Background: an optimization exercise with open tools, aiming at small area. Do not read the settings as production practice.
In this exercise RTL edits were held to simulation tests only and were not proved equivalent to the original.
Power figures rest on the tool's default switching activity, not on a simulated workload. No driver is modelled on the clock port, so clocking that relies on it looks cheaper here than on a real chip.

## sipo_msg_fifo
module sipo_msg_fifo (
  input  logic        clk,
  input  logic        rst,
  input  logic        pushin,
  input  logic        lastin,
  input  logic [3:0]  datain,
  input  logic [1:0]  lastcnt,
  output logic        stopin,
  input  logic        pullout,
  output logic        stopout,
  output logic [63:0] dataout,
  output logic [6:0]  lenout,
  output logic [5:0]  count,
  output logic        errlen
);
Size in the first run: roughly 4000 cells after synthesis, ~91 I/O pins, roughly 79000 µm² of cells after synthesis.
clock: 5.0 ns
lec_check: 0
cap_margin: 10
core_margin: 2
core_utilization: 60
cts_buf_list: sky130_fd_sc_hd__clkbuf_16
cts_cluster_diameter: 80
cts_cluster_size: 25
setup_slack_margin: 0.1
slew_margin: 10
synth_hierarchical: 1
synth_minimum_keep_size: 0
run.sh (not shown) runs the stock make flow with config.mk's settings and CLKGATE_MAP_FILE= SYNTH_SCRIPT=/design/flow/synth_recipe.tcl, a recipe that flattens the netlist after the stock synthesis.
==> next run, changes <==
==> flow/flow/run.sh (new file) <==
#!/bin/bash
# Own layout flow: the standard ORFS flow (standard.sh, unchanged
# synthesis), with two changes passed to ORFS through its environment:
#  - CTS without dummy loads (sink clusters and buffer as in config.mk),
#  - port buffers of the smallest buffer cell.
# The full output of the flow goes to flow.log in the work folder; ORFS keeps
# each step's log under orfs/logs/.
set -euo pipefail
export CTS_ARGS="-sink_clustering_enable -repair_clock_nets -dont_use_dummy_load -sink_clustering_size 22 -sink_clustering_max_diameter 80 -buf_list sky130_fd_sc_hd__clkbuf_16"
export BUFFER_PORTS_ARGS="-buffer_cell sky130_fd_sc_hd__buf_1"
bash standard.sh finish > flow.log 2>&1
==> flow/standard.sh (new file) <==
#!/bin/bash
# synth_recipe.tcl (not shown) runs the flow's synth.tcl, then flattens the netlist and writes it again
# the make line also repeats each setting of config.mk as NAME=value (left out here)
make -C /OpenROAD-flow-scripts/flow DESIGN_CONFIG=/design/flow/config.mk WORK_HOME=/design/flow/orfs CLKGATE_MAP_FILE= SYNTH_SCRIPT=/design/flow/synth_recipe.tcl "${@:-finish}"
--- a/flow/config.mk
+++ b/flow/config.mk
@@ -12,3 +12,3 @@
 export CTS_CLUSTER_DIAMETER = 80
-export CTS_CLUSTER_SIZE = 25
+export CTS_CLUSTER_SIZE = 22
 export SETUP_SLACK_MARGIN = 0.1
removed: flow/run.sh
After rerunning:
- The new run completed without violations
- cell count came out lower by 0.90%
- setup slack improved by 21 ps
- first-iteration DRC count came out lower by 0.76%
- design area came out lower by about 1.3%
==> next run, changes <==
==> flow/flow/run.sh (replaced) <==
#!/bin/bash
# Own layout flow: the standard ORFS flow (standard.sh, unchanged
# synthesis), with three changes passed to ORFS through its environment:
#  - CTS without dummy loads (sink clusters and buffer as in config.mk),
#  - port buffers of the smallest buffer cell,
#  - power recovery (downsizing of non-critical cells) after global routing.
# The full output of the flow goes to flow.log in the work folder; ORFS keeps
# each step's log under orfs/logs/.
set -euo pipefail
export CTS_ARGS="-sink_clustering_enable -repair_clock_nets -dont_use_dummy_load -sink_clustering_size 30 -sink_clustering_max_diameter 100 -buf_list sky130_fd_sc_hd__clkbuf_16"
export BUFFER_PORTS_ARGS="-buffer_cell sky130_fd_sc_hd__buf_1"
export RECOVER_POWER=100
bash standard.sh finish > flow.log 2>&1
--- a/flow/config.mk
+++ b/flow/config.mk
@@ -7,3 +7,3 @@
 export LEC_CHECK = 0
-export CAP_MARGIN = 10
+export CAP_MARGIN = 20
 export CORE_MARGIN = 2
@@ -11,6 +11,6 @@
 export CTS_BUF_LIST = sky130_fd_sc_hd__clkbuf_16
-export CTS_CLUSTER_DIAMETER = 80
-export CTS_CLUSTER_SIZE = 22
+export CTS_CLUSTER_DIAMETER = 100
+export CTS_CLUSTER_SIZE = 30
 export SETUP_SLACK_MARGIN = 0.1
-export SLEW_MARGIN = 10
+export SLEW_MARGIN = 20
 export SYNTH_HIERARCHICAL = 1
After rerunning: The new run produced a layout that fails on capacitance limit, slew limit; wire length came out lower by 0.41%; combinational power hardly moves; fmax came out lower by 2.0%; design area came out lower by 1.8%; clock-buffer cell count came out lower by 29; non-clock buffer count came out lower by 1; total power came out lower by 2.9%.
==> next run, changes <==
==> flow/flow/run.sh (replaced) <==
#!/bin/bash
# Own layout flow: the standard ORFS flow (standard.sh, unchanged
# synthesis), with two changes passed to ORFS through its environment:
#  - CTS without dummy loads (sink clusters and buffer as in config.mk),
#  - port buffers of the smallest buffer cell.
# The full output of the flow goes to flow.log in the work folder; ORFS keeps
# each step's log under orfs/logs/.
set -euo pipefail
export CTS_ARGS="-sink_clustering_enable -repair_clock_nets -dont_use_dummy_load -sink_clustering_size 25 -sink_clustering_max_diameter 80 -buf_list sky130_fd_sc_hd__clkbuf_16"
export BUFFER_PORTS_ARGS="-buffer_cell sky130_fd_sc_hd__buf_1"
bash standard.sh finish > flow.log 2>&1
--- a/flow/config.mk
+++ b/flow/config.mk
@@ -7,3 +7,3 @@
 export LEC_CHECK = 0
-export CAP_MARGIN = 20
+export CAP_MARGIN = 10
 export CORE_MARGIN = 2
@@ -11,6 +11,6 @@
 export CTS_BUF_LIST = sky130_fd_sc_hd__clkbuf_16
-export CTS_CLUSTER_DIAMETER = 100
-export CTS_CLUSTER_SIZE = 30
+export CTS_CLUSTER_DIAMETER = 80
+export CTS_CLUSTER_SIZE = 25
 export SETUP_SLACK_MARGIN = 0.1
-export SLEW_MARGIN = 20
+export SLEW_MARGIN = 10
 export SYNTH_HIERARCHICAL = 1
Result:
- The changed run finished with timing, DRC and antenna clean
- register-to-register slack gets better by 1200 ps
- cell count stays flat
- global-route usage went up by 0.18 points
- wire length stays flat
==> next run, changes <==
==> flow/run.sh (new file) <==
#!/bin/bash
# synth_recipe.tcl (not shown) runs the flow's synth.tcl, then flattens the netlist and writes it again
# the make line also repeats each setting of config.mk as NAME=value (left out here)
make -C /OpenROAD-flow-scripts/flow DESIGN_CONFIG=/design/flow/config.mk WORK_HOME=/design/flow/orfs CLKGATE_MAP_FILE= SYNTH_SCRIPT=/design/flow/synth_recipe.tcl finish
--- a/flow/config.mk
+++ b/flow/config.mk
@@ -9,3 +9,3 @@
 export CORE_MARGIN = 2
-export CORE_UTILIZATION = 60
+export CORE_UTILIZATION = 70
 export CTS_BUF_LIST = sky130_fd_sc_hd__clkbuf_16
removed: flow/flow/run.sh
removed: flow/standard.sh
Effect:
- The new run went through all stages and came out clean
- first-iteration DRC count grows by 12%
- worst setup slack degrades by 110 ps
- maximum frequency shrinks by about 2.2%
- hold slack improves by 400 ps
- total power climbs by 0.92%
- non-clock buffer count went up by 10
- routed wire length drops by 1.6%

The RTL this note starts from:
==> flow/design.v <==
module serial_sipo_fifo #(
  parameter int MAXLEN    = 64,
  parameter int LANES     = 4,
  parameter int DEPTH     = 32,
  parameter bit LSB_FIRST = 1'b0
) (
  input  logic        clk,
  input  logic        rst,
  input  logic        pushin,
  input  logic        lastin,
  input  logic [3:0]  datain,
  input  logic [1:0]  lastcnt,
  output logic        stopin,
  input  logic        pullout,
  output logic        stopout,
  output logic [63:0] dataout,
  output logic [6:0]  lenout,
  output logic [5:0]  count,
  output logic        errlen
);
  localparam int NS = 31;       
  logic [64:0] asm_r;           
  logic        fresh_r;         
  logic [64:0] mem_r [NS];      
  logic [4:0]  wr_ptr_r;
  logic [4:0]  rd_ptr_r;        
  logic [5:0]  count_r;         
  logic        stopout_r;
  logic        errlen_r;
  logic [64:0] out_r;           
  logic        acc_s, commit_s, xfer_s, load_s, sat_s, mem_ne_s;
  logic [64:0] cur_s;
  logic [64:0] nxt_s;
  logic [64:0] rd_s;
  logic [63:0] out_data_s;
  logic [6:0]  out_len_s;
  assign acc_s    = pushin & ~count_r[5];
  assign commit_s = acc_s & lastin;
  assign xfer_s   = ~stopout_r & pullout;
  assign mem_ne_s = stopout_r ? (count_r != 6'd0) : (count_r[5:1] != 5'd0);
  assign load_s   = mem_ne_s & (stopout_r | xfer_s);
  assign cur_s = fresh_r ? 65'd1 : asm_r;
  assign sat_s = cur_s[64];
  always_comb begin
    if (sat_s) begin
      nxt_s = cur_s;
    end else if (!lastin) begin
      nxt_s = {cur_s[60:0], datain};
    end else begin
      case (lastcnt)
        2'd0:    nxt_s = {cur_s[63:0], datain[3]};
        2'd1:    nxt_s = {cur_s[62:0], datain[3:2]};
        2'd2:    nxt_s = {cur_s[61:0], datain[3:1]};
        default: nxt_s = {cur_s[60:0], datain};
      endcase
    end
  end
  always_ff @(posedge clk) begin
    if (acc_s & ~lastin) begin
      asm_r <= nxt_s;
    end
  end
  always_ff @(posedge clk or negedge rst) begin
    if (!rst) begin
      fresh_r  <= 1'b1;
      errlen_r <= 1'b0;
    end else begin
      if (acc_s) begin
        fresh_r <= lastin;
      end
      if (acc_s & sat_s) begin
        errlen_r <= 1'b1;
      end
    end
  end
  logic [NS-1:0] wsel_s;
  always_comb begin
    for (int j = 0; j < NS; j++) begin
      wsel_s[j] = (wr_ptr_r == 5'(j));
    end
  end
  always_ff @(posedge clk) begin
    for (int j = 0; j < NS; j++) begin
      if (commit_s & wsel_s[j]) begin
        mem_r[j] <= nxt_s;
      end
    end
  end
  always_ff @(posedge clk or negedge rst) begin
    if (!rst) begin
      wr_ptr_r  <= 5'd0;
      rd_ptr_r  <= 5'd0;
      count_r   <= 6'd0;
      stopout_r <= 1'b1;
    end else begin
      if (commit_s) begin
        wr_ptr_r <= (wr_ptr_r == 5'(NS - 1)) ? 5'd0 : wr_ptr_r + 5'd1;
      end
      if (load_s) begin
        rd_ptr_r <= (rd_ptr_r == 5'(NS - 1)) ? 5'd0 : rd_ptr_r + 5'd1;
      end
      if (commit_s & ~xfer_s) begin
        count_r <= count_r + 6'd1;
      end else if (xfer_s & ~commit_s) begin
        count_r <= count_r - 6'd1;
      end
      if (load_s) begin
        stopout_r <= 1'b0;
      end else if (xfer_s) begin
        stopout_r <= 1'b1;
      end
    end
  end
  logic [NS+1:0] rsel_s;
  always_comb begin
    rsel_s = '0;
    for (int j = 0; j < NS; j++) begin
      rsel_s[j] = (rd_ptr_r == 5'(j));
    end
  end
  for (genvar i = 0; i < 65; i++) begin : g_rd
    logic [10:0] grp_n;
    for (genvar k = 0; k < 10; k++) begin : g_grp
      sipo_aoi222 u_aoi (
        .a1(rsel_s[3*k]),   .a2(mem_r[3*k][i]),
        .b1(rsel_s[3*k+1]), .b2(mem_r[3*k+1][i]),
        .c1(rsel_s[3*k+2]), .c2(mem_r[3*k+2][i]),
        .y (grp_n[k])
      );
    end
    assign grp_n[10] = ~(rsel_s[30] & mem_r[30][i]);
    assign rd_s[i] = ~&grp_n;
  end
  always_ff @(posedge clk) begin
    if (load_s) begin
      out_r <= rd_s;
    end
  end
  logic [16:0] nz_s, hi_s, top_s;
  always_comb begin
    for (int n = 0; n < 16; n++) begin
      nz_s[n] = |out_r[4*n +: 4];
    end
    nz_s[16] = out_r[64];
    for (int n = 0; n <= 16; n++) begin
      hi_s[n] = |(nz_s & ~((17'd2 << n) - 17'd1));
    end
    top_s = nz_s & ~hi_s;       
  end
  always_comb begin
    for (int n = 0; n < 16; n++) begin
      out_data_s[4*n+3] = out_r[4*n+3] & hi_s[n];
      out_data_s[4*n+2] = out_r[4*n+2] & (hi_s[n] | out_r[4*n+3]);
      out_data_s[4*n+1] = out_r[4*n+1] & (hi_s[n] | (|out_r[4*n+2 +: 2]));
      out_data_s[4*n]   = out_r[4*n]   & (hi_s[n] | (|out_r[4*n+1 +: 3]));
    end
  end
  always_comb begin
    logic [1:0] off;
    out_len_s = 7'd0;
    for (int n = 0; n <= 16; n++) begin
      if (n == 16) begin
        off = 2'd0;
      end else if (out_r[4*n+3]) begin
        off = 2'd3;
      end else if (out_r[4*n+2]) begin
        off = 2'd2;
      end else if (out_r[4*n+1]) begin
        off = 2'd1;
      end else begin
        off = 2'd0;
      end
      out_len_s = out_len_s | ({7{top_s[n]}} & {5'(n), off});
    end
  end
  assign stopin  = count_r[5];
  assign stopout = stopout_r;
  assign dataout = out_data_s;
  assign lenout  = out_len_s;
  assign count   = count_r;
  assign errlen  = errlen_r;
endmodule
module sipo_aoi222 (
  input  logic a1, a2, b1, b2, c1, c2,
  output logic y
);
  assign y = ~((a1 & a2) | (b1 & b2) | (c1 & c2));
endmodule
module sipo_msg_fifo (
  input  logic        clk,
  input  logic        rst,
  input  logic        pushin,
  input  logic        lastin,
  input  logic [3:0]  datain,
  input  logic [1:0]  lastcnt,
  output logic        stopin,
  input  logic        pullout,
  output logic        stopout,
  output logic [63:0] dataout,
  output logic [6:0]  lenout,
  output logic [5:0]  count,
  output logic        errlen
);
  serial_sipo_fifo #(
    .MAXLEN   (64),
    .LANES    (4),
    .DEPTH    (32),
    .LSB_FIRST(1'b0)
  ) u_fifo (
    .clk    (clk),
    .rst    (rst),
    .pushin (pushin),
    .lastin (lastin),
    .datain (datain),
    .lastcnt(lastcnt),
    .stopin (stopin),
    .pullout(pullout),
    .stopout(stopout),
    .dataout(dataout),
    .lenout (lenout),
    .count  (count),
    .errlen (errlen)
  );
endmodule
clock: 5.0 ns
lec_check: 0
cap_margin: 20
core_margin: 2
core_utilization: 60
cts_buf_list: sky130_fd_sc_hd__clkbuf_16
cts_cluster_diameter: 80
cts_cluster_size: 22
setup_slack_margin: 0.1
slew_margin: 20
synth_hierarchical: 1
synth_minimum_keep_size: 0
Stock flow here: none of the scripts above is used.
Edit:
==> flow/flow/run.sh (new file) <==
#!/bin/bash
# Own layout flow: the standard ORFS flow (standard.sh, unchanged
# synthesis), with two changes passed to ORFS through its environment:
#  - CTS without dummy loads (sink clusters and buffer as in config.mk),
#  - port buffers of the smallest buffer cell.
# The full output of the flow goes to flow.log in the work folder; ORFS keeps
# each step's log under orfs/logs/.
set -euo pipefail
export CTS_ARGS="-sink_clustering_enable -repair_clock_nets -dont_use_dummy_load -sink_clustering_size 25 -sink_clustering_max_diameter 80 -buf_list sky130_fd_sc_hd__clkbuf_16"
export BUFFER_PORTS_ARGS="-buffer_cell sky130_fd_sc_hd__buf_1"
bash standard.sh finish > flow.log 2>&1
==> flow/standard.sh (new file) <==
#!/bin/bash
# synth_recipe.tcl (not shown) runs the flow's synth.tcl, then flattens the netlist and writes it again
# the make line also repeats each setting of config.mk as NAME=value (left out here)
make -C /OpenROAD-flow-scripts/flow DESIGN_CONFIG=/design/flow/config.mk WORK_HOME=/design/flow/orfs CLKGATE_MAP_FILE= SYNTH_SCRIPT=/design/flow/synth_recipe.tcl "${@:-finish}"
CAP_MARGIN = 10   (was 20)
CORE_UTILIZATION = 70   (was 60)
CTS_CLUSTER_SIZE = 25   (was 22)
SLEW_MARGIN = 10   (was 20)
removed: flow/run.sh
Effect: Routed wire length is lower by about 3.5%; area after synthesis stays the same; non-clock buffer count is lower by 14; core utilization rose by 9.4 points; die area is lower by 14%; count of clock-buffer cells in the layout is lower by 16; worst setup slack improves by 0.013 ns; total power fell by 2.2%.

==> separate check: timing with driven ports <==
How much do the figures lean on ideal ports? The routed layouts below were timed once more, with nothing changed but the port constraints.
Step 1 sets driving cells, clkbuf_16 on the clock port and buf_2 on the other inputs (assumed; they add their load-dependent delay and slew).
Step 2 moves the port delays by t, midway between the first and last clock arrival at a register: inputs arrive t later, outputs are due t later. That takes back most of the time a late clock gives input paths.
Slacks: no drivers / after step 1 / after step 2; pairs: no drivers / after step 1.
run	shift t [ns]	slack for setup (ns)	pins driven straight from the clock port
the first run of note 1	0.831	0.147 / 0.070 / 0.477	1
the second run of note 1	0.814	0.168 / 0.088 / 0.801	1
the third run of note 1	0.802	0.069 / 0.046 / -0.442	1
the fourth run of note 1	0.808	0.155 / 0.074 / 0.828	1
the fifth run of note 1	0.809	0.045 / -0.032 / 0.549	1
the first run of note 2	0.818	0.101 / 0.022 / 0.619	1
the second run of note 2	0.777	0.115 / 0.037 / 0.747	1
The setup slack of the third run of note 1, which loses most, moves by -0.023 ns with the drivers and by -0.511 ns with both steps.
